Source: an optimization exercise on an open RTL-to-GDS flow (aim: a short achievable clock period and few clock cycles). Production flows keep margins and buffers that such runs may drop.
At most, simulation tests tie the RTL to the original design; equivalence was not proved.
For runs 4 and 5, only the layout was checked, not whether the RTL still works.

### flow/config.mk
export PLATFORM = sky130hd
export DESIGN_NAME = acc_top
export DESIGN_NICKNAME = acc_top
export VERILOG_FILES = /design/flow/design.v
export SDC_FILE = /design/flow/constraint.sdc
export NUM_CORES = 4
export LEC_CHECK = 0
export CAP_MARGIN = 20
export CORE_MARGIN = 2
export CORE_UTILIZATION = 40
export SLEW_MARGIN = 20
### flow/design.v
package acc_pkg;
  localparam int WORD_BITS = 32;
  localparam int LANE_BITS = 8;
  localparam int LANES     = WORD_BITS / LANE_BITS;
  localparam int ADDR_WIDTH_DEF = 32;
  localparam int CNT_WIDTH_DEF  = 8;
  typedef logic [WORD_BITS-1:0]        word_t;
  typedef logic signed [LANE_BITS-1:0] lane_t;
  typedef enum logic [2:0] {
    ST_IDLE,
    ST_FETCH,
    ST_MAC,
    ST_WRITE,
    ST_DONE
  } acc_state_e;
  function automatic word_t byte_rev(input word_t w);
    word_t r;
    for (int b = 0; b < LANES; b++) begin
      r[b*LANE_BITS +: LANE_BITS] = w[(LANES-1-b)*LANE_BITS +: LANE_BITS];
    end
    byte_rev = r;
  endfunction
endpackage
`timescale 1ns/100ps
module acc_top #(
  parameter int ADDR_WIDTH = acc_pkg::ADDR_WIDTH_DEF,
  parameter int CNT_WIDTH  = acc_pkg::CNT_WIDTH_DEF
) (
  input  logic                  ap_clk,
  input  logic                  ap_rst_n,
  input  logic                  ap_start,
  output logic                  ap_idle,
  output logic                  ap_ready,
  output logic                  ap_done,
  input  logic [ADDR_WIDTH-1:0] ifm_addr_base,
  input  logic [ADDR_WIDTH-1:0] wgt_addr_base,
  input  logic [ADDR_WIDTH-1:0] ofm_addr_base,
  input  logic [CNT_WIDTH-1:0]  cfg_ci,
  input  logic [CNT_WIDTH-1:0]  cfg_co,
  output logic                  ifm_rd_req,
  output logic [ADDR_WIDTH-1:0] ifm_rd_addr,
  input  logic                  ifm_rd_valid,
  input  acc_pkg::word_t        ifm_rd_data,
  output logic                  wgt_rd_req,
  output logic [ADDR_WIDTH-1:0] wgt_rd_addr,
  input  logic                  wgt_rd_valid,
  input  acc_pkg::word_t        wgt_rd_data,
  output logic                  ofm_wr_req,
  output logic [ADDR_WIDTH-1:0] ofm_wr_addr,
  output acc_pkg::word_t        ofm_wr_data,
  input  logic                  ofm_wr_ack
);
  localparam int CW    = CNT_WIDTH;
  localparam int IDEP  = 32;             
  localparam int IPW   = 5;              
  localparam int WDEP  = 8;              
  localparam int WPW   = 3;              
  localparam int RDEP  = 8;              
  localparam int RPW   = 3;              
  logic            idle_q, done_q, init_q;
  logic            lastw_q;              
  logic            accept, done_d;
  assign ap_idle  = idle_q;
  assign ap_done  = done_q;
  assign ap_ready = ap_start && idle_q;
  assign accept   = ap_ready;
  assign done_d   = lastw_q && ofm_wr_ack;
  logic [CW-1:0]   ci_m1_q, co_m1_q;     
  logic            ci_one_q, co_one_q;
  logic            cached_q;             
  logic [ADDR_WIDTH-1:0] ifm_base_q;
  logic [ADDR_WIDTH-1:0] w_addr_q;
  logic [CW-1:0]   wk_q, wc_q;           
  logic            wk_last_q, wc_last_q;
  logic            wr_all_q;             
  logic            w_out_q, w_go_q, w_kick_q;
  logic [WPW:0]    w_cred_q;             
  logic [WPW:0]    w_av_q;               
  logic [RPW:0]    r_cred_q;             
  logic            wreq;
  assign wreq        = (wgt_rd_valid && w_go_q) || w_kick_q;
  assign wgt_rd_req  = wreq;
  assign wgt_rd_addr = w_addr_q;
  logic [ADDR_WIDTH-1:0] i_addr_q;
  logic [CW-1:0]   ik_q, ic_q;
  logic            ik_last_q, ic_last_q;
  logic            ir_all_q;
  logic            i_out_q, i_go_q, i_kick_q;
  logic [IPW:0]    i_cred_q;             
  logic [IPW:0]    i_av_q;               
  logic [IPW-1:0]  i_wp_q, i_rp_q;
  logic            ireq;
  assign ireq        = (ifm_rd_valid && i_go_q) || i_kick_q;
  assign ifm_rd_req  = ireq;
  assign ifm_rd_addr = i_addr_q;
  acc_pkg::word_t  icache [IDEP];
  acc_pkg::word_t  wq     [WDEP];
  acc_pkg::word_t  rq     [RDEP];
  logic [WPW-1:0]  w_wp_q, w_rp_q;
  logic [RPW-1:0]  r_wp_q, r_rp_q;
  always_ff @(posedge ap_clk) begin
    if (ifm_rd_valid) icache[i_wp_q] <= ifm_rd_data;
    if (wgt_rd_valid) wq[w_wp_q]     <= wgt_rd_data;
  end
  logic [CW-1:0]   kc_q;                 
  logic            kc_first_q, kc_last_q, cc_first_q;
  logic            i_have_q, w_have_q;
  logic            fire, i_dec;
  assign fire  = (w_have_q || wgt_rd_valid) && (i_have_q || ifm_rd_valid);
  assign i_dec = fire && (!cached_q || cc_first_q);
  acc_pkg::word_t  op_i_q, op_w_q;
  logic            s1_v_q, s1_first_q, s1_last_q;
  logic signed [15:0] prod_q [acc_pkg::LANES];
  logic            s2_v_q, s2_first_q, s2_last_q;
  acc_pkg::word_t  acc_q;
  always_ff @(posedge ap_clk) begin
    if (fire) begin
      op_i_q <= i_have_q ? icache[i_rp_q] : ifm_rd_data;
      op_w_q <= w_have_q ? wq[w_rp_q]     : wgt_rd_data;
    end
    s1_first_q <= kc_first_q;
    s1_last_q  <= kc_last_q;
    if (s1_v_q) begin
      for (int l = 0; l < acc_pkg::LANES; l++) begin
        prod_q[l] <= $signed(op_i_q[l*8 +: 8]) * $signed(op_w_q[l*8 +: 8]);
      end
    end
    s2_first_q <= s1_first_q;
    s2_last_q  <= s1_last_q;
  end
  acc_pkg::word_t acc_d;
  assign acc_d = (s2_first_q ? '0 : acc_q) + 32'(prod_q[0]) + 32'(prod_q[1]) +
                 32'(prod_q[2]) + 32'(prod_q[3]);
  always_ff @(posedge ap_clk) begin
    if (s2_v_q) acc_q <= acc_d;
    if (s2_v_q && s2_last_q) rq[r_wp_q] <= acc_d;
  end
  logic [ADDR_WIDTH-1:0] o_addr_q;
  logic [CW-1:0]   oc_q;
  logic            oc_last_q;
  logic            o_out_q, o_go_q, o_kick_q;
  logic [RPW:0]    r_av_q;               
  logic            wissue, rpush;
  assign rpush       = s2_v_q && s2_last_q;
  assign wissue      = (ofm_wr_ack && o_go_q) || o_kick_q;
  assign ofm_wr_req  = wissue;
  assign ofm_wr_addr = o_addr_q;
  assign ofm_wr_data = acc_pkg::byte_rev(rq[r_rp_q]);
  logic            wr_all_d, w_out_d, wk_last_d, w_cond;
  logic [WPW:0]    w_cred_d, w_av_d;
  logic [RPW:0]    r_cred_d, r_av_d;
  logic            ir_all_d, i_out_d, i_cond;
  logic [IPW:0]    i_cred_d, i_av_d;
  logic            o_out_d, o_cond;
  always_comb begin
    wr_all_d  = wr_all_q || (wreq && wk_last_q && wc_last_q);
    wk_last_d = wreq ? (wk_last_q ? ci_one_q : (wk_q == CW'(1))) : wk_last_q;
    w_out_d   = wreq || (w_out_q && !wgt_rd_valid);
    w_cred_d  = w_cred_q + (WPW+1)'(wreq) - (WPW+1)'(fire);
    w_av_d    = w_av_q + (WPW+1)'(wgt_rd_valid) - (WPW+1)'(fire);
    r_av_d    = r_av_q + (RPW+1)'(rpush) - (RPW+1)'(wissue);
    r_cred_d  = r_cred_q + (RPW+1)'(wreq && wk_last_q) - (RPW+1)'(wissue);
    w_cond    = !wr_all_d && (w_cred_d < (WPW+1)'(WDEP)) &&
                (!wk_last_d || (r_cred_d < (RPW+1)'(RDEP)));
    ir_all_d = ir_all_q || (ireq && ik_last_q && (cached_q || ic_last_q));
    i_out_d  = ireq || (i_out_q && !ifm_rd_valid);
    i_cred_d = i_cred_q + (IPW+1)'(ireq) - (IPW+1)'(i_dec);
    i_av_d   = i_av_q + (IPW+1)'(ifm_rd_valid) - (IPW+1)'(i_dec);
    i_cond   = !ir_all_d && (cached_q || (i_cred_d < (IPW+1)'(IDEP)));
    o_out_d  = wissue || (o_out_q && !ofm_wr_ack);
    o_cond   = (r_av_d != '0);
  end
  logic cached_in;
  assign cached_in = (cfg_ci != '0) && (cfg_ci <= CW'(IDEP));
  always_ff @(posedge ap_clk or negedge ap_rst_n) begin
    if (!ap_rst_n) begin
      idle_q  <= 1'b1;
      done_q  <= 1'b0;
      init_q  <= 1'b1;
      lastw_q <= 1'b0;
      o_out_q <= 1'b0;
    end else begin
      idle_q  <= !accept && (idle_q || done_d);
      done_q  <= done_d;
      init_q  <= !accept && (idle_q || done_d || (lastw_q && !ofm_wr_ack) || (wissue && oc_last_q));
      lastw_q <= (wissue && oc_last_q) || (lastw_q && !ofm_wr_ack);
      o_out_q <= o_out_d;
    end
  end
  always_ff @(posedge ap_clk or negedge ap_rst_n) begin
    if (!ap_rst_n) begin
      w_out_q   <= 1'b0; w_go_q <= 1'b0; w_kick_q <= 1'b0;
      i_out_q   <= 1'b0; i_go_q <= 1'b0; i_kick_q <= 1'b0;
      o_go_q    <= 1'b0; o_kick_q <= 1'b0;
      wr_all_q  <= 1'b0; ir_all_q <= 1'b0;
      w_cred_q  <= '0; w_av_q <= '0; r_cred_q <= '0; r_av_q <= '0;
      i_cred_q  <= '0; i_av_q <= '0;
      w_have_q  <= 1'b0; i_have_q <= 1'b0;
      w_wp_q    <= '0; w_rp_q <= '0; r_wp_q <= '0; r_rp_q <= '0;
      i_wp_q    <= '0; i_rp_q <= '0;
      wk_q      <= '0; wc_q <= '0; wk_last_q <= 1'b0; wc_last_q <= 1'b0;
      ik_q      <= '0; ic_q <= '0; ik_last_q <= 1'b0; ic_last_q <= 1'b0;
      kc_q      <= '0;
      kc_first_q <= 1'b0; kc_last_q <= 1'b0; cc_first_q <= 1'b0;
      oc_q      <= '0; oc_last_q <= 1'b0;
      s1_v_q    <= 1'b0; s2_v_q <= 1'b0;
      cached_q  <= 1'b0;
      ci_m1_q   <= '0; co_m1_q <= '0; ci_one_q <= 1'b0; co_one_q <= 1'b0;
    end else if (init_q) begin
      ci_m1_q   <= cfg_ci - 1'b1;
      co_m1_q   <= cfg_co - 1'b1;
      ci_one_q  <= (cfg_ci == CW'(1));
      co_one_q  <= (cfg_co == CW'(1));
      cached_q  <= cached_in;
      w_out_q   <= 1'b0; w_go_q <= 1'b0; w_kick_q <= accept;
      i_out_q   <= 1'b0; i_go_q <= 1'b0; i_kick_q <= accept;
      o_go_q    <= 1'b0; o_kick_q <= 1'b0;
      wr_all_q  <= 1'b0; ir_all_q <= 1'b0;
      w_cred_q  <= '0; w_av_q <= '0; r_cred_q <= '0; r_av_q <= '0;
      i_cred_q  <= '0; i_av_q <= '0;
      w_have_q  <= 1'b0; i_have_q <= 1'b0;
      w_wp_q    <= '0; w_rp_q <= '0; r_wp_q <= '0; r_rp_q <= '0;
      i_wp_q    <= '0; i_rp_q <= '0;
      wk_q      <= cfg_ci - 1'b1; wc_q <= cfg_co - 1'b1;
      wk_last_q <= (cfg_ci == CW'(1)); wc_last_q <= (cfg_co == CW'(1));
      ik_q      <= cfg_ci - 1'b1; ic_q <= cfg_co - 1'b1;
      ik_last_q <= (cfg_ci == CW'(1)); ic_last_q <= (cfg_co == CW'(1));
      kc_q      <= cfg_ci - 1'b1;
      kc_first_q <= 1'b1; kc_last_q <= (cfg_ci == CW'(1)); cc_first_q <= 1'b1;
      oc_q      <= cfg_co - 1'b1; oc_last_q <= (cfg_co == CW'(1));
      s1_v_q    <= 1'b0; s2_v_q <= 1'b0;
    end else begin
      w_out_q  <= w_out_d;
      w_go_q   <= w_cond;
      w_kick_q <= w_cond && !w_out_d;
      wr_all_q <= wr_all_d;
      wk_last_q <= wk_last_d;
      if (wreq) begin
        if (wk_last_q) begin
          wk_q      <= ci_m1_q;
          wc_q      <= wc_q - 1'b1;
          wc_last_q <= (wc_q == CW'(1));
        end else begin
          wk_q      <= wk_q - 1'b1;
        end
      end
      w_cred_q <= w_cred_d;
      r_cred_q <= r_cred_d;
      w_av_q   <= w_av_d;
      w_have_q <= (w_av_d != '0);
      if (wgt_rd_valid) w_wp_q <= w_wp_q + 1'b1;
      i_out_q  <= i_out_d;
      i_go_q   <= i_cond;
      i_kick_q <= i_cond && !i_out_d;
      ir_all_q <= ir_all_d;
      if (ireq) begin
        if (ik_last_q) begin
          ik_q      <= ci_m1_q;
          ik_last_q <= ci_one_q;
          ic_q      <= ic_q - 1'b1;
          ic_last_q <= (ic_q == CW'(1));
        end else begin
          ik_q      <= ik_q - 1'b1;
          ik_last_q <= (ik_q == CW'(1));
        end
      end
      i_cred_q <= i_cred_d;
      i_av_q   <= i_av_d;
      if (ifm_rd_valid) i_wp_q <= i_wp_q + 1'b1;
      s1_v_q <= fire;
      s2_v_q <= s1_v_q;
      if (fire) begin
        w_rp_q <= w_rp_q + 1'b1;
        if (kc_last_q) begin
          kc_q       <= ci_m1_q;
          kc_first_q <= 1'b1;
          kc_last_q  <= ci_one_q;
          cc_first_q <= 1'b0;
          i_rp_q     <= cached_q ? '0 : i_rp_q + 1'b1;
          i_have_q   <= (i_av_d != '0) || cached_q;
        end else begin
          kc_q       <= kc_q - 1'b1;
          kc_first_q <= 1'b0;
          kc_last_q  <= (kc_q == CW'(1));
          i_rp_q     <= i_rp_q + 1'b1;
          i_have_q   <= (i_av_d != '0) || (cached_q && !cc_first_q);
        end
      end else begin
        i_have_q <= (i_av_d != '0) || (cached_q && !cc_first_q);
      end
      o_go_q   <= o_cond;
      o_kick_q <= o_cond && !o_out_d;
      r_av_q   <= r_av_d;
      if (rpush) r_wp_q <= r_wp_q + 1'b1;
      if (wissue) begin
        r_rp_q    <= r_rp_q + 1'b1;
        oc_q      <= oc_q - 1'b1;
        oc_last_q <= (oc_q == CW'(1));
      end
    end
  end
  always_ff @(posedge ap_clk) begin
    if (init_q) begin
      w_addr_q   <= wgt_addr_base;
      i_addr_q   <= ifm_addr_base;
      ifm_base_q <= ifm_addr_base;
      o_addr_q   <= ofm_addr_base;
    end else begin
      if (wreq) w_addr_q <= w_addr_q + ADDR_WIDTH'(4);
      if (ireq) i_addr_q <= (ik_last_q && !cached_q) ? ifm_base_q : i_addr_q + ADDR_WIDTH'(4);
      if (wissue) o_addr_q <= o_addr_q + ADDR_WIDTH'(4);
    end
  end
endmodule
### flow/standard.sh
#!/bin/bash
# synth_recipe.tcl (not shown) runs the flow's synth.tcl, then flattens the netlist and writes it again
# the make line also repeats each setting of config.mk as NAME=value (left out here)
make -C /OpenROAD-flow-scripts/flow DESIGN_CONFIG=/design/flow/config.mk WORK_HOME=/design/flow/orfs CLKGATE_MAP_FILE= SYNTH_SCRIPT=/design/flow/synth_recipe.tcl "${@:-finish}"
### flow/constraint.sdc
create_clock -name core_clock -period 12.5 [get_ports {ap_clk}]
set_input_delay 2.5000 -clock core_clock [delete_from_list [all_inputs] [get_ports {ap_clk}]]
set_output_delay 2.5000 -clock core_clock [all_outputs]
set_load 0.01 [all_outputs]
### flow/flow/run.sh
#!/bin/bash
set -euo pipefail
MARGIN=${MARGIN:-7}
bash standard.sh SETUP_SLACK_MARGIN=$MARGIN ABC_CLOCK_PERIOD_IN_PS=5000 finish > standard.log 2>&1
==> key figures, run 1 <==
Logic synthesis
  • Synth Instances: 5693
  • Register area share after synthesis: 63.8%
  • Synth Area per Inst: 16.0 µm²
  • Async SR Flop Fraction: under 10%
  • #FFs+latches synth: 1963
  • Synth unique cells: 75
  • Yosys top cell by area: edfxtp_1
  • Post-synth top cells: 1824 x edfxtp_1, 533 x inv_1, 416 x mux4_2
  • Share of the synthesized area in the top cell type: 60.0%
  • Ys flop type: edfxtp_1
  • Synth Net Count: 6369
  • EDFF count, synth: 1824
  • Top post-synthesis cells by area: edfxtp_1 60%, mux4_2 10%, fa_1 6.3%, dfrtp_1 3.6%, ha_1 2.8%
  • Cell Area, Synth: 0.0913 mm²
  • Yosys warns: 2
  • Cell with the most instances after synthesis: edfxtp_1

Status
  • Status: complete, no violations

Clock network
  • Clk buf depth: 3
  • Worst skew pair latency: ~0.84 ns
  • Num CTS Buffers: ~200
  • CTS tree: yes
  • Clk slew on worst S/H paths: 0.06 ns
  • CTS H-Tree Depth: 4
  • Sink Count: 1963
  • CTS Root Cell: clkbuf_16

Critical path
  • Critical path's largest stage delay: 0.15 ns
  • Worst path cell trace: buf_8 -> a21oi_4 -> clkinvlp_4 -> buf_6
  • WP data arrival: ~3 ns
  • Required @ worst endpoint: 10.00 ns
  • Worst Path Max Fanout: 4
  • Crit end category: output port
  • Setup crit start kind: primary input
  • Crit Path Class: in -> out
  • Crit-path slowest cell: a21oi_4

Floorplan
  • Std cell rows: 175
  • Die Ht: 482 µm
  • Die Wd: 482 µm
  • Ports: roughly 320
  • Die ar.: roughly 0.23 mm²
  • Core Footprint: approximately 0.23 mm²
  • Initial Util: 40.2%

Timing
  • Setup TNS: 0 ns
  • Final Critical Period: 5.51 ns
  • Slew HR: 27.6%
  • Hold Vio Cnt, Final: 0
  • Period utilization: about 44%
  • RSZ-0062 raised after global routing: yes
  • Final number of setup-violating endpoints: 0
  • Worst-margin pin slew: ~1.1 ns
  • FMAX: 181 MHz
  • Clock Skew: ~0.037 ns
  • Slew Viols, Final: 0

Drt
  • Via density per instance: 5.25
  • WL final: 211000 µm
  • Routed wire per std cell: 22.7 µm
  • Vias after detailed routing: 48800
  • Detailed-route DRC error count: 0
  • Number of nets with antenna violations after routing: 0
  • First DRT Iteration DRCs: 4063
  • TritonRoute pass-1 iters: 5

Global route
  • Largest net degree at the start of global routing: 223
  • Number of global-route vias before repair: 50100
  • Total congestion overflow: 0
  • Initial antenna violation count: 26
  • Total track usage: 18.1%
  • First-pass GRT wire length: 316000 µm

Layout
  • Final Util: 46.5%
  • Area Overhead vs Synth: 15.6%
  • Filler cells: 19500
  • Nets@finish: slightly below 7000
  • Share of layout cells above drive strength 1: 15.7%

Placed design
  • Gpl congestion: 0.821
  • DP Wirelength: 129000 µm
  • # port buffers: 315

Job
  • Max cap viols: 0

Min path
  • Hold Crit Class: reg -> reg
sequential cells by signal, indices dropped and copies added, names as in the netlist, 5 cells and up:
signal	cells
i_av_q	6
i_addr_q	32
wk_q	8
icache	1024
w_addr_q	32
ifm_base_q	32
ik_q	8
ic_q	8
ci_m1_q	8
acc_q	32
i_cred_q	6
i_wp_q	5
wq	256
i_rp_q	5
oc_q	8
rq	256
wc_q	8
op_w_q	32
kc_q	8
o_addr_q	32
prod_q	64
op_i_q	32
cell families after synthesis:
| logic type | count (synthesis) | synth area share (%) |
|---|---|---|
| adders and majority gates | 494 | 9.14 |
| xor gates and xnor gates | 234 | 2.24 |
| muxes | 545 | 11.7 |
| DFF | 1963 | 63.8 |
| buffers and inverters | 749 | 3.22 |
| AOI/OAI and AO/OA | 610 | 3.94 |
| and+or+nand+nor | 1098 | 5.98 |
per-layer routing:
layer | GRT usage [%] | wire length (µm) | up-vias
met2 | 29.2 | 102000 | 1215
met5 | 0 | 166 | -
met4 | 5.26 | 5240 | 26
li1 | - | - | 22000
met1 | 24.8 | 90100 | 25300
met3 | 3.86 | 13200 | 312
path summary, 6_finish.rpt:
path,endpoint,startpoint,cells past startpoint,slack (ns)
min reg2reg,s2_last_q,s1_last_q,0,0.37
max,ofm_wr_req,ofm_wr_ack,4,6.99
min in group asynchronous,r_rp_q[1],ap_rst_n,1,1.67
min,s2_last_q,s1_last_q,0,0.37
max in group asynchronous,i_rp_q[0],ap_rst_n,2,9.35
max reg2reg,rq[1][25],prod_q[0][1],15,7.41
worst max-delay path, delay by kind of cell:
family	cells	cell delay, ns
buffers and inverters	3	0.36
AO/OA/AOI/OAI	1	0.15
layout make-up:
| class | instances | area (µm²) | area share, % |
|---|---|---|---|
| clock buffer | 250 | 5330 | 5.04 |
| antenna | 9 | 22.5 | 0.0213 |
| sequential | 1963 | 58300 | 55.2 |
| multi-input combinational | 2981 | 30600 | 28.9 |
| timing repair buffer | 446 | 4340 | 4.11 |
| inverter | 533 | 2010 | 1.90 |
| tap | 3009 | 3760 | 3.56 |
| clock inverter | 120 | 1350 | 1.28 |
metrics by stage:
step	setup WS, ns	instances	area, µm²	hold WS, ns
2_1_floorplan	6.75	5693	91400	0.310
6_report	6.99	9311	106000	0.370
3_5_place_dp	5.39	8907	98600	0.365
3_3_place_gp	5.42	8905	98500	0.364
4_1_cts	6.92	9288	105000	0.370
5_1_grt	6.96	9308	106000	0.378
cell usage in the layout, fill, tap and decap left out, types with 19 or more instances in the layout:
master              n
and2_1            187
o21ai_0           105
edfxtp_1         1824
nor3_1             30
and3_1             32
mux2_2             40
clkdlybuf4s50_1   267
a21o_1             26
clkinv_1           41
inv_1             531
nor2_4             30
nand2_1           267
nor2_1            240
ha_1              205
nor2b_1           108
clkinv_2           28
clkbuf_16         208
nand3_1            52
o21ai_1            65
nand4_1            22
buf_4             116
clkbuf_1           42
o22a_1             20
dlymetal6s2s_1     19
dfrtp_1           120
a21oi_1           248
a211oi_1           58
mux4_2            416
nand2b_1           50
fa_1              288
mux2i_1            89
bufinv_16          24
xnor2_1           133
xor2_1            101
what timing repair did:
action / CTS / global route
hold buffers: 0 / 0
buffers inserted: 10 / 11
pin swaps: 4 / 1
resized for setup: 69 / 28
endpoints found under the setup margin: 45 / 38
cloned: 1 / 3
Testbench counts, summed over its fixed seeds: cycles 49,003.
==> inputs of run 2 (changes only) <==
==> flow/flow/run.sh (replaced) <==
#!/bin/bash
set -euo pipefail
MARGIN=${MARGIN:-7.6}
bash standard.sh SETUP_SLACK_MARGIN=$MARGIN ABC_CLOCK_PERIOD_IN_PS=5000 finish > standard.log 2>&1
==> run 2 against run 1 <==
  * Synthesized area unchanged
  * Register-to-register slack better by 0.30 ns
  * Final cell count up 1.2%
  * Maximum frequency up 1.1%
  * Sequential share of layout area down 0.66 points
  * Flip-flop and latch count unchanged
  * Critical path type unchanged
  * Via count up 0.82%
  * Still clean
==> key figures, run 2 <==
Status
  • Status: complete, no violations

Timing
  • FMAX: approximately 180 MHz
  • Setup TNS: 0 ns
  • Clock Skew: 0.0605 ns
  • Fin Hold WS: around 0.33 ns
  • Hold Vio Cnt, Final: 0
  • RSZ-0062 raised after global routing: yes
  • Slew HR: 27.6%
  • Worst-margin pin slew: between 1 and 1.5 ns
  • Final number of setup-violating endpoints: 0
  • Slew Viols, Final: 0
  • Final Critical Period: 5.45 ns
  • Period utilization: 43.6%

Floorplan
  • Die Ht: between 400 and 500 µm
  • Die Wd: 482 µm
  • Die ar.: 0.232 mm²
  • Core Footprint: 0.227 mm²
  • Std cell rows: between 150 and 200
  • Initial Util: between 40% and 50%
  • Ports: 316

Placed design
  • Gpl congestion: a little over 0.8
  • DP Wirelength: 131000 µm
  • Placed cells: roughly 8900
  • # port buffers: 315

Critical path
  • Crit Path Class: in -> out
  • Worst Path Max Fanout: 2
  • Buf/Inv on CP: 2
  • Worst path cell trace: buf_12 -> a21o_4 -> buf_6
  • CP delay by family, top: buffers and inverters
  • Crit-path slowest cell: a21o_4
  • Worst setup path start: wgt_rd_valid
  • Critical path's largest stage delay: 0.20 ns
  • Crit end category: output port
  • Required @ worst endpoint: 10.00 ns
  • Setup crit start kind: primary input
  • WP data arrival: just under 3 ns
  • Worst r2r src: i_rp_q[1]

Logic synthesis
  • Ys flop type: edfxtp_1
  • Adder-Cell Fraction of Synth Area: roughly 9.1%
  • Cell Area, Synth: 0.0913 mm²
  • Main combinational cell family by area after synthesis: multiplexers
  • Synth unique cells: 75
  • Yosys warns: 2
  • Post-synth top cells: 1824 x edfxtp_1, 533 x inv_1, 416 x mux4_2
  • Synth Instances: 5693
  • EDFF count, synth: 1824
  • Top post-synthesis cells by area: edfxtp_1 60%, mux4_2 10%, fa_1 6.3%, dfrtp_1 3.6%, ha_1 2.8%
  • Register area share after synthesis: 63.8%
  • Yosys top cell by area: edfxtp_1
  • Post-synthesis simple-gate area fraction: 5.98%
  • Synth Area per Inst: 16.0 µm²
  • Compound-cell area share of the yosys netlist: 3.94%
  • Share of the synthesized area in the top cell type: 60.0%
  • Async SR Flop Fraction: 6.88%
  • Xor/xnor cell area share of the yosys netlist: approximately 2.2%
  • Mux contribution to synthesized area: 11.7%
  • #FFs+latches synth: roughly 2000
  • Cell with the most instances after synthesis: edfxtp_1
  • Synth Net Count: 6369

Clock network
  • CTS H-Tree Depth: 4
  • Sink Count: 1963
  • Num CTS Buffers: 204
  • Clk slew on worst S/H paths: 0.06 ns
  • CTS tree: yes
  • Clk buf depth: 3
  • CTS Root Cell: clkbuf_16
  • Worst skew pair latency: roughly 0.9 ns

Drt
  • First DRT Iteration DRCs: 3830
  • Detailed-route DRC error count: 0
  • TritonRoute pass-1 iters: 5
  • WL final: 215000 µm
  • Vias after detailed routing: between 40000 and 50000
  • Via density per instance: between 5 and 6
  • Number of nets with antenna violations after routing: 0
  • Routed wire per std cell: 22.8 µm

Layout
  • Share of layout cells above drive strength 1: 17.9%
  • Commonest non-fill, non-tap cell in the layout: edfxtp_1
  • Filler cells: approximately 19000
  • Area Overhead vs Synth: 17.1%
  • Max reg flops: 1024
  • Most frequent cells in the layout: 1824 x edfxtp_1, 531 x inv_1, 416 x mux4_2
  • Nets@finish: 6896
  • Top flop regs: icache (1024), rq (256), wq (256)
  • Biggest register: icache
  • Layout Cells excl Fill: 9420

Min path
  • Hold Crit Class: reg -> reg
  • Hold Startpoint: s1_first_q

Global route
  • First-pass GRT wire length: between 300000 and 400000 µm
  • Largest net degree at the start of global routing: roughly 220
  • Initial antenna violation count: 29
  • Total track usage: 18.5%
  • Number of global-route vias before repair: 50300
  • Total congestion overflow: 0

Job
  • Max cap viols: 0
[run 2: cell counts after synthesis]
No cell type changed its count.
[run 2: per-layer routing]
| layer | vias up | wire [µm] | global-route usage, % |
|---|---|---|---|
| met4 | 26 | 5070 | 4.92 |
| li1 | 22200 | - | - |
| met3 | 299 | 11000 | 3.02 |
| met1 | 25700 | 93400 | 25.6 |
| met5 | - | 154 | 0 |
| met2 | 1093 | 105000 | 30.4 |
[run 2: timing repair]
action | in CTS | in global routing
gates cloned | 5 | 1
pin swaps | 9 | 19
resized for setup | 283 | 54
buffers inserted | 70 | 40
setup endpoints to repair | 265 | 126
hold buffers | 0 | 0
[run 2: area by class of cell]
class	count	area [µm²]	area share (%)
Inverter	533	2010	1.88
Clock buffer	256	5400	5.05
Multi-Input combinational cell	2981	30900	28.9
Tap cell	3009	3760	3.52
Antenna cell	17	42.5	0.0398
Sequential cell	1963	58300	54.5
Timing Repair Buffer	537	5320	4.98
Clock inverter	124	1200	1.12
[run 2: cell families after synthesis]
kind of cell,after synthesis
AO/OA/AOI/OAI,610
XOR/XNOR,234
adder cells (fa/ha/maj),494
buffers and inverters,749
flip-flops,1963
multiplexers,545
AND/OR/NAND/NOR,1098
[run 2: final timing paths]
kind,to,slack (ns),depth (start not counted)
worst min register to register,s2_first_q,0.33,0
worst max-delay path,wgt_rd_req,7.05,3
worst max register to register,op_i_q[22],7.71,7
max in group asynchronous,i_rp_q[0],9.36,2
min in group asynchronous,done_q,1.68,1
worst min-delay path,s2_first_q,0.33,0
[run 2: through the flow]
stage	area [µm²]	worst slack (ns)	util [%]
final	107000	7.05	47.0
after global routing	107000	7.04	47.0
after CTS	106000	7.05	46.8
after detailed placement	98600	5.29	43.4
after global placement	98600	5.30	43.4
after floorplan	91500	6.75	-
==> inputs of run 3 (changes only) <==
--- a/flow/design.v
+++ b/flow/design.v
@@ -55,4 +55,4 @@
   localparam int IPW   = 5;              
-  localparam int WDEP  = 8;              
-  localparam int WPW   = 3;              
+  localparam int WDEP  = 16;             
+  localparam int WPW   = 4;              
   localparam int RDEP  = 8;              
==> run 3 against run 2 <==
  * Count of clock-buffer cells in the layout rose by 32
  * Clock skew grew 0.025 ns
  * Via count up 10%
  * Critical path depth grew 1
  * First-iteration DRC count increased by 18%
  * Utilization about the same
  * Wire length up 11%
  * Still clean
  * Highest routed layer unchanged
  * Global-route usage barely moved
  * Register-to-register slack improved by 0.08 ns
  * Hold slack gained 0.0060 ns
==> key figures, run 3 <==
Timing
  • Period utilization: 44.8%
  • Final Critical Period: 5.59 ns
  • Clock Skew: 0.0853 ns
  • Hold Vio Cnt, Final: 0
  • RSZ-0062 raised after global routing: yes
  • Final number of setup-violating endpoints: 0
  • Final WS setup: 6.91 ns
  • Worst-margin pin slew: ~1.3 ns
  • Slew Viols, Final: 0
  • Fin Hold WS: 0.336 ns
  • Slew HR: about 14%
  • Setup TNS: 0 ns
  • FMAX: 179 MHz

Logic synthesis
  • Mux contribution to synthesized area: approximately an eighth
  • Synth Area per Inst: 16.6 µm²
  • Adder-Cell Fraction of Synth Area: between 8 and 9%
  • #FFs+latches synth: between 2000 and 2500
  • Cell Area, Synth: 0.101 mm²
  • Synth Instances: 6090
  • Post-synthesis simple-gate area fraction: 5.20%
  • EDFF count, synth: 2080
  • Share of the synthesized area in the top cell type: between 60% and 70%
  • Register area share after synthesis: 65.2%
  • Cell with the most instances after synthesis: edfxtp_1
  • Xor/xnor cell area share of the yosys netlist: 2.07%
  • Post-synth top cells: 2080 x edfxtp_1, 550 x inv_1, 480 x mux4_2
  • Synth Net Count: about 6800
  • Synth unique cells: 69
  • Yosys warns: 2
  • Yosys top cell by area: edfxtp_1
  • Async SR Flop Fraction: 6.25%
  • Ys flop type: edfxtp_1
  • Top post-synthesis cells by area: edfxtp_1 62%, mux4_2 11%, fa_1 5.7%, dfrtp_1 3.4%, ha_1 2.6%
  • Compound-cell area share of the yosys netlist: under 10%
  • Main combinational cell family by area after synthesis: multiplexers

Clock network
  • CTS H-Tree Depth: 4
  • Sink Count: ~2200
  • Clk slew on worst S/H paths: 0.06 ns
  • CTS Root Cell: clkbuf_16
  • Num CTS Buffers: 229
  • CTS tree: yes
  • Clk buf depth: 3
  • Worst skew pair latency: 0.89 ns

Critical path
  • Required @ worst endpoint: 10.00 ns
  • WP data arrival: 3.09 ns
  • Crit end category: output port
  • Reg-to-reg slack, setup: 7.79 ns
  • Crit Path Class: in -> out
  • Worst Path Max Fanout: 2
  • Setup crit start kind: primary input

Drt
  • First DRT Iteration DRCs: 4538
  • Vias after detailed routing: 54200
  • Number of nets with antenna violations after routing: 0
  • Routed wire per std cell: around 23 µm
  • TritonRoute pass-1 iters: 5
  • Via density per instance: roughly 5.3
  • Detailed-route DRC error count: 0
  • WL final: 240000 µm

Min path
  • Hold Crit Class: reg -> reg

Placed design
  • Dpl ws: 5.26 ns
  • Placed cells: just under 10000
  • Placed Area: between 0.1 and 0.15 mm²
  • # port buffers: 315
  • Gpl congestion: about 0.8
  • DP Wirelength: 145000 µm

Global route
  • Number of global-route vias before repair: between 50000 and 60000
  • Largest net degree at the start of global routing: 117
  • Total congestion overflow: 0
  • Initial antenna violation count: 19
  • Total track usage: 18.5%
  • First-pass GRT wire length: 358000 µm

Layout
  • Biggest register: icache
  • Top flop regs: icache (1024), wq (512), rq (256)
  • Share of layout cells above drive strength 1: 18.9%
  • Area Overhead vs Synth: 16.9%
  • Max reg flops: 1024
  • Commonest non-fill, non-tap cell in the layout: edfxtp_1
  • Layout Cells excl Fill: 10200
  • Nets@finish: around 7300
  • Filler cells: 21300
  • Most frequent cells in the layout: 2080 x edfxtp_1, 549 x inv_1, 480 x mux4_2
  • Final Util: a little under half
  • Fin area: 0.118 mm²

Floorplan
  • Ports: 316
  • Initial Util: between 40% and 50%
  • Core Footprint: about 0.25 mm²
  • Std cell rows: around 180
  • Die Wd: 507 µm
  • Die Ht: 507 µm
  • Die ar.: ~0.26 mm²

Job
  • Max cap viols: 0

Status
  • Status: complete, no violations
[run 3: changes by cell type after synthesis, moves of 32 or more]
cell	delta
mux4_2	+64
a21oi_1	-49
mux2_2	+32
o21ai_0	+85
o221ai_1	+33
a211oi_1	-49
edfxtp_1	+256
nor2b_1	-47
o21ai_1	-60
[run 3: layout make-up]
type,count,area [µm²],area share (%)
inverters,553,2080,1.76
well taps,3348,4190,3.54
multi-input cells,3091,33000,27.9
clock inverters,144,1460,1.23
flip-flops and latches,2223,66100,55.8
repair buffers,552,5460,4.61
diodes,5,12.5,0.0106
clock buffers,288,6110,5.16
[run 3: per-layer routing]
layer / track usage (%) / part of all wire [%] / up-vias
li1: - / - / 24000
met1: 25.9 / 44 / 28500
met2: 30.7 / 49 / 1400
met3: 2.67 / 5.1 / 315
met4: 4.13 / 1.9 / 10
met5: 0 / 0.023 / -
[run 3: worst max-delay path, cell delays in order]
cell and delay, ns:
buf_6 0.10, buf_12 0.13, a21o_4 0.22, buf_6 0.13
[run 3: final timing paths]
kind | from | to | cells past startpoint
max reg2reg | op_i_q[23] | prod_q[2][15] | 15
min | s1_first_q | s2_first_q | 0
min reg2reg | s1_first_q | s2_first_q | 0
max | wgt_rd_valid | wgt_rd_req | 4
max in group asynchronous | ap_rst_n | i_rp_q[2] | 3
min in group asynchronous | ap_rst_n | w_rp_q[2] | 1
[run 3: kinds of logic after synthesis]
logic type               Yosys count
AND/OR/NAND/NOR                 1076
AO/OA/AOI/OAI                    613
adder cells (fa/ha/maj)          499
flip-flops                      2223
buffers and inverters            776
XOR/XNOR                         239
multiplexers                     664
[run 3: what timing repair did]
item / in CTS / in global routing
setup endpoints to repair: 223 / 147
setup buffers: 54 / 46
pin swaps: 4 / 13
gates resized for setup: 265 / 79
hold buffers: 0 / 0
gates cloned: 5 / 1
Testbench counts of run 3, summed over its fixed seeds: cycles 48,957.
==> inputs of run 4 (changes only) <==
--- a/flow/design.v
+++ b/flow/design.v
@@ -54,7 +54,7 @@
   localparam int IDEP  = 32;             
-  localparam int IPW   = 5;              
-  localparam int WDEP  = 16;             
-  localparam int WPW   = 4;              
+  localparam int IPW   = $clog2(IDEP);
+  localparam int WDEP  = 8;              
+  localparam int WPW   = $clog2(WDEP);
   localparam int RDEP  = 8;              
-  localparam int RPW   = 3;              
+  localparam int RPW   = $clog2(RDEP);
   logic            idle_q, done_q, init_q;
==> flow/flow/run.sh (replaced) <==
#!/bin/bash
set -euo pipefail
MARGIN=${MARGIN:-7}
bash standard.sh SETUP_SLACK_MARGIN=$MARGIN ABC_CLOCK_PERIOD_IN_PS=5000 finish > standard.log 2>&1
==> run 4 against run 3 <==
  * Still clean
  * Hold slack gained 0.034 ns
  * Non-clock buffer count down 106
  * Largest cell class unchanged
  * Global-route usage is 0.37 points lower
  * Utilization shrank 0.55 points
  * Synthesized area is 9.8% lower
  * Flip-flop and latch count shrank 260
==> key figures, run 4 <==
Logic synthesis
  • Synth Instances: about 5700
  • Yosys warns: 2
  • EDFF count, synth: approximately 1800
  • Top post-synthesis cells by area: edfxtp_1 60%, mux4_2 10%, fa_1 6.3%, dfrtp_1 3.6%, ha_1 2.8%
  • Synth unique cells: 75
  • Share of the synthesized area in the top cell type: between 50 and 60%
  • Cell with the most instances after synthesis: edfxtp_1
  • Compound-cell area share of the yosys netlist: a little under 4%
  • Register area share after synthesis: a little under two thirds
  • Yosys top cell by area: edfxtp_1
  • Cell Area, Synth: between 0.09 and 0.1 mm²
  • Adder-Cell Fraction of Synth Area: 9.14%
  • Main combinational cell family by area after synthesis: multiplexers
  • Ys flop type: edfxtp_1
  • Post-synthesis simple-gate area fraction: around 6%
  • Post-synth top cells: 1824 x edfxtp_1, 533 x inv_1, 416 x mux4_2
  • #FFs+latches synth: 1963
  • Async SR Flop Fraction: between 6 and 7%
  • Synth Net Count: between 6000 and 7000
  • Xor/xnor cell area share of the yosys netlist: between 2 and 2.5%
  • Synth Area per Inst: 16.0 µm²
  • Mux contribution to synthesized area: about an eighth

Global route
  • Number of global-route vias before repair: 50100
  • Total track usage: 18.1%
  • First-pass GRT wire length: 316000 µm
  • Total congestion overflow: 0
  • Largest net degree at the start of global routing: 223
  • Initial antenna violation count: 26

Timing
  • Final WS setup: 6.99 ns
  • RSZ-0062 raised after global routing: yes
  • Final Critical Period: between 5 and 6 ns
  • Clock Skew: ~0.037 ns
  • FMAX: 181 MHz
  • Worst-margin pin slew: approximately 1.1 ns
  • Slew Viols, Final: 0
  • Final number of setup-violating endpoints: 0
  • Hold Vio Cnt, Final: 0
  • Setup TNS: 0 ns
  • Period utilization: 44.1%
  • Slew HR: between 20 and 30%

Floorplan
  • Initial Util: 40.2%
  • Ports: 316
  • Die Wd: ~480 µm
  • Die Ht: between 400 and 500 µm
  • Core Footprint: roughly 0.23 mm²
  • Die ar.: around 0.23 mm²
  • Std cell rows: 175

Job
  • Max cap viols: 0

Drt
  • WL final: between 200000 and 250000 µm
  • M1 wire length: approximately 90000 µm
  • Number of nets with antenna violations after routing: 0
  • Routed wire per std cell: roughly 23 µm
  • First DRT Iteration DRCs: roughly 4000
  • Met2 Routed Length: 102000 µm
  • Via density per instance: 5.25
  • Top layer in use: met5
  • Met3 wire len: between 10000 and 15000 µm
  • Vias after detailed routing: 48800
  • TritonRoute pass-1 iters: 5
  • Detailed-route DRC error count: 0

Placed design
  • # port buffers: 315
  • DP Wirelength: 129000 µm
  • Gpl congestion: 0.821
  • Dpl ws: ~5.4 ns
  • Placed cells: 8907

Critical path
  • Worst setup path endpoint: ofm_wr_req
  • Worst Path Max Fanout: 4
  • Worst r2r src: prod_q[0][1]
  • FF-to-FF path depth: 15
  • Required @ worst endpoint: approximately 10 ns
  • R2r endpoint: rq[1][25]
  • Worst setup path start: ofm_wr_ack
  • Crit end category: output port
  • Crit Path Class: in -> out
  • WP data arrival: 3.01 ns
  • Reg-to-reg slack, setup: 7.41 ns
  • Setup crit start kind: primary input

Min path
  • Hold depth: 0
  • Hold Crit Class: reg -> reg
  • Hold Startpoint: s1_last_q

Layout
  • Area Overhead vs Synth: 15.6%
  • Share of layout cells above drive strength 1: 15.7%
  • Final Util: a little under half
  • Layout Cells excl Fill: 9311
  • Most frequent cells in the layout: 1824 x edfxtp_1, 531 x inv_1, 416 x mux4_2
  • Filler cells: 19500
  • Biggest register: icache
  • Top flop regs: icache (1024), rq (256), wq (256)
  • Nets@finish: 6804
  • Commonest non-fill, non-tap cell in the layout: edfxtp_1
  • Max reg flops: around 1000

Clock network
  • CTS Hold Bufs: 0
  • Worst skew pair latency: 0.84 ns
  • Clk slew on worst S/H paths: 0.06 ns
  • Num CTS Buffers: 203
  • Clk buf depth: 3
  • CTS tree: yes
  • CTS H-Tree Depth: 4
  • Sink Count: around 2000
  • CTS Root Cell: clkbuf_16

Status
  • Status: complete, no violations
run 4: cell types whose count changed in the layout (fill, tap and decap cells not counted), moves of 25 or more:
| cell | before | now |
|---|---|---|
| o21ai_1 | 10 | 65 |
| edfxtp_1 | 2080 | 1824 |
| a21oi_1 | 194 | 248 |
| nand2_1 | 293 | 267 |
| mux2_4 | 32 | 0 |
| buf_4 | 184 | 116 |
| clkbuf_16 | 233 | 208 |
| a211oi_1 | 6 | 58 |
| buf_6 | 61 | 7 |
| o21ai_0 | 185 | 105 |
| mux4_2 | 480 | 416 |
| nor2b_1 | 61 | 108 |
| o22ai_1 | 32 | 1 |
| o221ai_1 | 33 | 0 |
run 4: worst min path at each step:
stage	slack, ns	endpoint
global route	0.38	s2_first_q
finish	0.37	s2_last_q
detailed placement	0.36	s2_first_q
floorplan	0.31	s2_first_q
CTS	0.37	s2_first_q
global placement	0.36	s1_first_q
run 4: through the flow:
stage	hold slack [ns]	cell area, µm²
after floorplan	0.310	91400
after global placement	0.364	98500
after detailed placement	0.365	98600
after CTS	0.370	105000
after global routing	0.378	106000
final	0.370	106000
run 4: what timing repair did:
item / 4_1_cts / 5_1_grt
pin swaps: 4 / 1
gates cloned: 1 / 3
endpoints found under the setup margin: 45 / 38
hold endpoints to repair: 0 / 0
resized for setup: 69 / 28
buffers inserted: 10 / 11
run 4: worst max-delay path: stages:
cell	delay (ns)
buf_8	0.10
a21oi_4	0.15
clkinvlp_4	0.13
buf_6	0.13
run 4: metal layers:
| metal | up-vias | global-route usage, % |
|---|---|---|
| li1 | 22000 | - |
| met4 | 26 | 5.26 |
| met3 | 312 | 3.86 |
| met2 | 1215 | 29.2 |
| met5 | - | 0 |
| met1 | 25300 | 24.8 |
run 4: logic make-up (layout without fill, tap and decap cells):
family,Yosys count,after routing
DFF,1963,1963
xor gates and xnor gates,234,234
muxes,545,545
and+or+nand+nor,1098,1098
AOI/OAI and AO/OA,610,610
other,0,9
adders and majority gates,494,494
buffers and inverters,749,1349
run 4: area by class of cell:
type                       instances  area (µm²)  area share (%)
timing repair buffer             446        4340            4.11
multi-input combinational       2981       30600            28.9
antenna                            9        22.5          0.0213
clock buffer                     250        5330            5.04
inverter                         533        2010            1.90
clock inverter                   120        1350            1.28
sequential                      1963       58300            55.2
tap                             3009        3760            3.56
==> inputs of run 5 (changes only) <==
--- a/flow/design.v
+++ b/flow/design.v
@@ -54,7 +54,7 @@
   localparam int IDEP  = 32;             
-  localparam int IPW   = $clog2(IDEP);
+  localparam int IPW   = 5;              
   localparam int WDEP  = 8;              
-  localparam int WPW   = $clog2(WDEP);
+  localparam int WPW   = 3;              
   localparam int RDEP  = 8;              
-  localparam int RPW   = $clog2(RDEP);
+  localparam int RPW   = 3;              
   logic            idle_q, done_q, init_q;
@@ -110,11 +110,30 @@
   assign i_dec = fire && (!cached_q || cc_first_q);
-  acc_pkg::word_t  op_i_q, op_w_q;
+  localparam int NROW = 4;               
+  localparam acc_pkg::word_t BOOTH_K = 32'hFFFD_5800;   
+  acc_pkg::word_t  op_i, op_w;
+  logic [9:0]      pp_q  [acc_pkg::LANES][NROW];
+  logic            neg_q [acc_pkg::LANES][NROW];
   logic            s1_v_q, s1_first_q, s1_last_q;
-  logic signed [15:0] prod_q [acc_pkg::LANES];
-  logic            s2_v_q, s2_first_q, s2_last_q;
   acc_pkg::word_t  acc_q;
+  assign op_i = i_have_q ? icache[i_rp_q] : ifm_rd_data;
+  assign op_w = w_have_q ? wq[w_rp_q]     : wgt_rd_data;
   always_ff @(posedge ap_clk) begin
     if (fire) begin
-      op_i_q <= i_have_q ? icache[i_rp_q] : ifm_rd_data;
-      op_w_q <= w_have_q ? wq[w_rp_q]     : wgt_rd_data;
+      for (int l = 0; l < acc_pkg::LANES; l++) begin
+        for (int j = 0; j < NROW; j++) begin
+          logic [9:0] a10, m;
+          logic       bl, b0, b1, one, two, neg;
+          a10 = {{2{op_i[l*8+7]}}, op_i[l*8 +: 8]};
+          b1  = op_w[l*8 + 2*j + 1];
+          b0  = op_w[l*8 + 2*j];
+          bl  = (j == 0) ? 1'b0 : op_w[l*8 + 2*j - 1];
+          one = b0 ^ bl;
+          two = (b1 && !b0 && !bl) || (!b1 && b0 && bl);
+          neg = b1 && !(b0 && bl);
+          m   = two ? {a10[8:0], 1'b0} : (one ? a10 : 10'd0);
+          m   = m ^ {10{neg}};
+          pp_q[l][j]  <= {~m[9], m[8:0]};
+          neg_q[l][j] <= neg;
+        end
+      end
     end
@@ -122,16 +141,15 @@
     s1_last_q  <= kc_last_q;
-    if (s1_v_q) begin
-      for (int l = 0; l < acc_pkg::LANES; l++) begin
-        prod_q[l] <= $signed(op_i_q[l*8 +: 8]) * $signed(op_w_q[l*8 +: 8]);
+  end
+  acc_pkg::word_t acc_d;
+  always_comb begin
+    acc_d = (s1_first_q ? '0 : acc_q) + BOOTH_K;
+    for (int l = 0; l < acc_pkg::LANES; l++) begin
+      for (int j = 0; j < NROW; j++) begin
+        acc_d = acc_d + (32'(pp_q[l][j]) << (2*j)) + (32'(neg_q[l][j]) << (2*j));
       end
     end
-    s2_first_q <= s1_first_q;
-    s2_last_q  <= s1_last_q;
   end
-  acc_pkg::word_t acc_d;
-  assign acc_d = (s2_first_q ? '0 : acc_q) + 32'(prod_q[0]) + 32'(prod_q[1]) +
-                 32'(prod_q[2]) + 32'(prod_q[3]);
   always_ff @(posedge ap_clk) begin
-    if (s2_v_q) acc_q <= acc_d;
-    if (s2_v_q && s2_last_q) rq[r_wp_q] <= acc_d;
+    if (s1_v_q) acc_q <= acc_d;
+    if (s1_v_q && s1_last_q) rq[r_wp_q] <= acc_d;
   end
@@ -143,3 +161,3 @@
   logic            wissue, rpush;
-  assign rpush       = s2_v_q && s2_last_q;
+  assign rpush       = s1_v_q && s1_last_q;
   assign wissue      = (ofm_wr_ack && o_go_q) || o_kick_q;
@@ -205,3 +223,3 @@
       oc_q      <= '0; oc_last_q <= 1'b0;
-      s1_v_q    <= 1'b0; s2_v_q <= 1'b0;
+      s1_v_q    <= 1'b0;
       cached_q  <= 1'b0;
@@ -230,3 +248,3 @@
       oc_q      <= cfg_co - 1'b1; oc_last_q <= (cfg_co == CW'(1));
-      s1_v_q    <= 1'b0; s2_v_q <= 1'b0;
+      s1_v_q    <= 1'b0;
     end else begin
@@ -270,3 +288,2 @@
       s1_v_q <= fire;
-      s2_v_q <= s1_v_q;
       if (fire) begin
==> run 5 against run 4 <==
  * Still clean
  * Utilization rose by 0.96 points
  * Wire length increased by 9.3%
  * First-iteration DRC count increased by 8.2%
  * Setup slack got worse by 0.71 ns
  * Via count grew 1.7%
  * Flip-flop and latch count increased by 45
  * Register-to-register slack lost 1.1 ns
  * Non-clock buffer count increased by 86
  * Critical path type is now reg -> reg
==> key figures, run 5 <==
Timing
  • Worst-margin pin slew: 1.20 ns
  • Period utilization: about 50%
  • Clock Skew: 0.0627 ns
  • Final number of setup-violating endpoints: 0
  • Slew Viols, Final: 0
  • Setup TNS: 0 ns
  • Final WS setup: 6.28 ns
  • Final Critical Period: about 6.2 ns
  • RSZ-0062 raised after global routing: yes
  • Slew HR: 20.2%
  • Hold Vio Cnt, Final: 0
  • FMAX: approximately 160 MHz

Job
  • Max cap viols: 0

Layout
  • Max reg flops: 1024
  • Share of layout cells above drive strength 1: 19.2%
  • Top flop regs: icache (1024), rq (256), wq (256)
  • Nets@finish: 6560
  • Fin area: 0.107 mm²
  • Commonest non-fill, non-tap cell in the layout: edfxtp_1
  • Most frequent cells in the layout: 1872 x edfxtp_1, 384 x mux4_2, 342 x inv_1
  • Area Overhead vs Synth: 17.8%
  • Biggest register: icache

Drt
  • Vias after detailed routing: slightly below 50000
  • Detailed-route DRC error count: 0
  • WL final: between 200000 and 250000 µm
  • Via density per instance: between 5 and 6
  • First DRT Iteration DRCs: 4398
  • Routed wire per std cell: around 25 µm
  • TritonRoute pass-1 iters: 5
  • Number of nets with antenna violations after routing: 0

Min path
  • Hold Startpoint: kc_first_q
  • Hold path endpoint: s1_first_q
  • Hold depth: 0
  • Hold Crit Class: reg -> reg

Placed design
  • Gpl congestion: 0.836
  • Placed Area: 0.0984 mm²
  • DP Wirelength: 138000 µm
  • Dpl ws: about 5.6 ns
  • # port buffers: 315

Global route
  • Initial antenna violation count: 14
  • Met3 layer usage reported by global route: 2.80%
  • Met2 Use GR: 33.3%
  • First-pass GRT wire length: 339000 µm
  • Largest net degree at the start of global routing: about 110
  • Number of global-route vias before repair: 50900
  • Busiest grt layer: met2
  • Total congestion overflow: 0
  • Total track usage: 19.8%
  • Met1 Usage GRT: a little over a quarter

Critical path
  • R2r endpoint: rq[5][31]
  • CP delay by family, top: adder cells
  • Worst r2r src: pp_q[0][5]
  • Required @ worst endpoint: between 10 and 15 ns
  • CP most frequent cell: fa_1
  • WP data arrival: about 6.9 ns
  • Worst path cell trace: fa_1 -> inv_2 -> fa_1 -> fa_1 -> fa_1 -> fa_1 -> fa_1 -> inv_2 -> ha_4 -> ha_4 -> fa_2 -> a21o_1 -> a21oi_2 -> nand3b_1 -> nand2_2 -> a221o_1 -> o2111a_1 -> a211oi_4 -> buf_2
  • Critical path's largest stage delay: 0.59 ns
  • Setup crit start kind: flip-flop
  • Reg-to-reg slack, setup: 6.28 ns
  • FF-to-FF path depth: 19
  • Buf/Inv on CP: 3
  • Crit Path Class: reg -> reg
  • Crit-path slowest cell: fa_1
  • Worst Path Max Fanout: 4
  • Crit end category: flip-flop

Clock network
  • Clk slew on worst S/H paths: around 0.06 ns
  • Clk buf depth: 3
  • CTS tree: yes
  • CTS H-Tree Depth: 4
  • Num CTS Buffers: 213
  • CTS Root Cell: clkbuf_16
  • Sink Count: about 2000
  • Worst skew pair latency: roughly 0.85 ns
  • CTS Hold Bufs: 0

Status
  • Status: complete, no violations

Logic synthesis
  • Post-synth top cells: 1872 x edfxtp_1, 384 x mux4_2, 351 x inv_1
  • Top post-synthesis cells by area: edfxtp_1 62%, mux4_2 9.5%, dfrtp_1 3.6%, fa_1 3.6%, ha_1 3.1%
  • Cell with the most instances after synthesis: edfxtp_1
  • Synth Area per Inst: ~17 µm²
  • Register area share after synthesis: 65.8%
  • Synth unique cells: 77
  • Async SR Flop Fraction: 6.67%
  • Synth Net Count: 6033
  • #FFs+latches synth: about 2000
  • Share of the synthesized area in the top cell type: 62.0%
  • Ys flop type: edfxtp_1
  • Yosys top cell by area: edfxtp_1
  • Yosys warns: 3
  • Cell Area, Synth: 0.0906 mm²
  • EDFF count, synth: 1872
  • Synth Instances: between 5000 and 6000

Floorplan
  • Die Ht: 480 µm
  • Std cell rows: 174
  • Core Footprint: 0.225 mm²
  • Die Wd: 480 µm
  • Initial Util: between 40 and 50%
  • Die ar.: 0.230 mm²
  • Ports: around 320
==> run 5: worst max path at each step <==
stage	start	endpoint	slack, ns	cells after the start
after floorplan	pp_q[4][5]	acc_q[31]	6.65	18
final	pp_q[0][5]	rq[5][31]	6.28	19
after global routing	pp_q[0][5]	rq[0][31]	6.14	19
after global placement	ifm_rd_valid	ifm_rd_req	5.68	3
after CTS	pp_q[0][5]	rq[0][31]	6.30	19
after detailed placement	ifm_rd_valid	ifm_rd_req	5.65	3
==> run 5: final cells by class <==
class	count	area, µm²
inverters	358	1360
multi-input cells	2875	30000
repair buffers	532	5080
well taps	2992	3740
fillers	19200	118000
diodes	15	37.5
clock inverters	127	1340
clock buffers	268	5630
flip-flops and latches	2008	59600
==> run 5: repair_timing <==
item | CTS | global route
setup buffers | 31 | 23
resized for setup | 137 | 57
endpoints found under the hold margin | 0 | 0
endpoints found under the setup margin | 262 | 262
pin swaps | 30 | 21
cloned | 9 | 4
==> run 5: worst register-to-register path: stages, from the launching register on <==
cell      delay, ns
edfxtp_1       0.40
fa_1           0.56
inv_2          0.05
fa_1           0.59
fa_1           0.48
fa_1           0.53
fa_1           0.43
fa_1           0.51
inv_2          0.05
ha_4           0.21
ha_4           0.16
fa_2           0.40
a21o_1         0.18
a21oi_2        0.16
nand3b_1       0.19
nand2_2        0.08
a221o_1        0.40
o2111a_1       0.31
a211oi_4       0.21
buf_2          0.18
==> run 5: metrics by stage <==
stage | std cells | util [%] | hold WS, ns
global route | 9170 | 47.4 | 0.396
global placement | 8694 | 43.7 | 0.398
finish | 9175 | 47.4 | 0.382
floorplan | 5461 | - | 0.345
detailed placement | 8695 | 43.7 | 0.383
CTS | 9130 | 47.2 | 0.389
==> run 5: per-layer routing <==
metal  vias to the layer above  share of wire, %
li1                      21900                 -
met1                     26000                42
met2                      1438                50
met3                       289               5.3
met4                         6               2.1
met5                         -             0.020
==> run 5: logic make-up (layout without fill, tap and decap cells) <==
| family | Yosys count | in the layout | share of synthesized area (%) |
|---|---|---|---|
| flops | 2008 | 2008 | 65.8 |
| simple gates | 1000 | 1000 | 5.30 |
| compound gates | 598 | 599 | 4.76 |
| buf+inv | 587 | 1285 | 2.61 |
| mux | 585 | 585 | 12.0 |
| fa+ha+maj | 390 | 390 | 6.75 |
| xor+xnor | 293 | 301 | 2.83 |
| other cells | 0 | 15 | 0 |

-- static timing again, ports no longer ideal --
The results above use ideal ports. As a check the final layouts listed here were re-extracted and re-timed, cells and wires unchanged. Step 1: set_driving_cell puts a clkbuf_16 on ap_clk and a buf_2 on each other input, an assumption about the parent block. Step 2 adds t to the input delays and takes it off the output delays; t is the mean of the earliest and latest rising clock arrival at the registers after step 1. Input paths then give back, and output paths get back, about the clock's delay inside the block. Slacks: ideal / step 1 / step 2; pairs: ideal / step 1.
run | shift t [ns] | setup slack, ns | worst setup path at the end | clock arrival spread, ns | cell pins on the clock port's net
run 1 | 0.917 | 6.985 / 6.914 / 6.914 | input to output | 0.050 / 0.050 | 1
run 2 | 0.936 | 7.048 / 6.926 / 6.926 | input to output | 0.067 / 0.067 | 1
run 3 | 0.943 | 6.906 / 6.873 / 6.873 | input to output | 0.096 / 0.096 | 1
run 4 | 0.917 | 6.985 / 6.914 / 6.914 | input to output | 0.050 / 0.050 | 1
run 5 | 0.913 | 6.276 / 6.276 / 6.276 | register to register | 0.062 / 0.063 | 1
After both steps setup and hold are still met in every run listed. For run 2, which loses most, drivers alone change the setup slack by -0.122 ns; drivers and shift together by -0.122 ns.
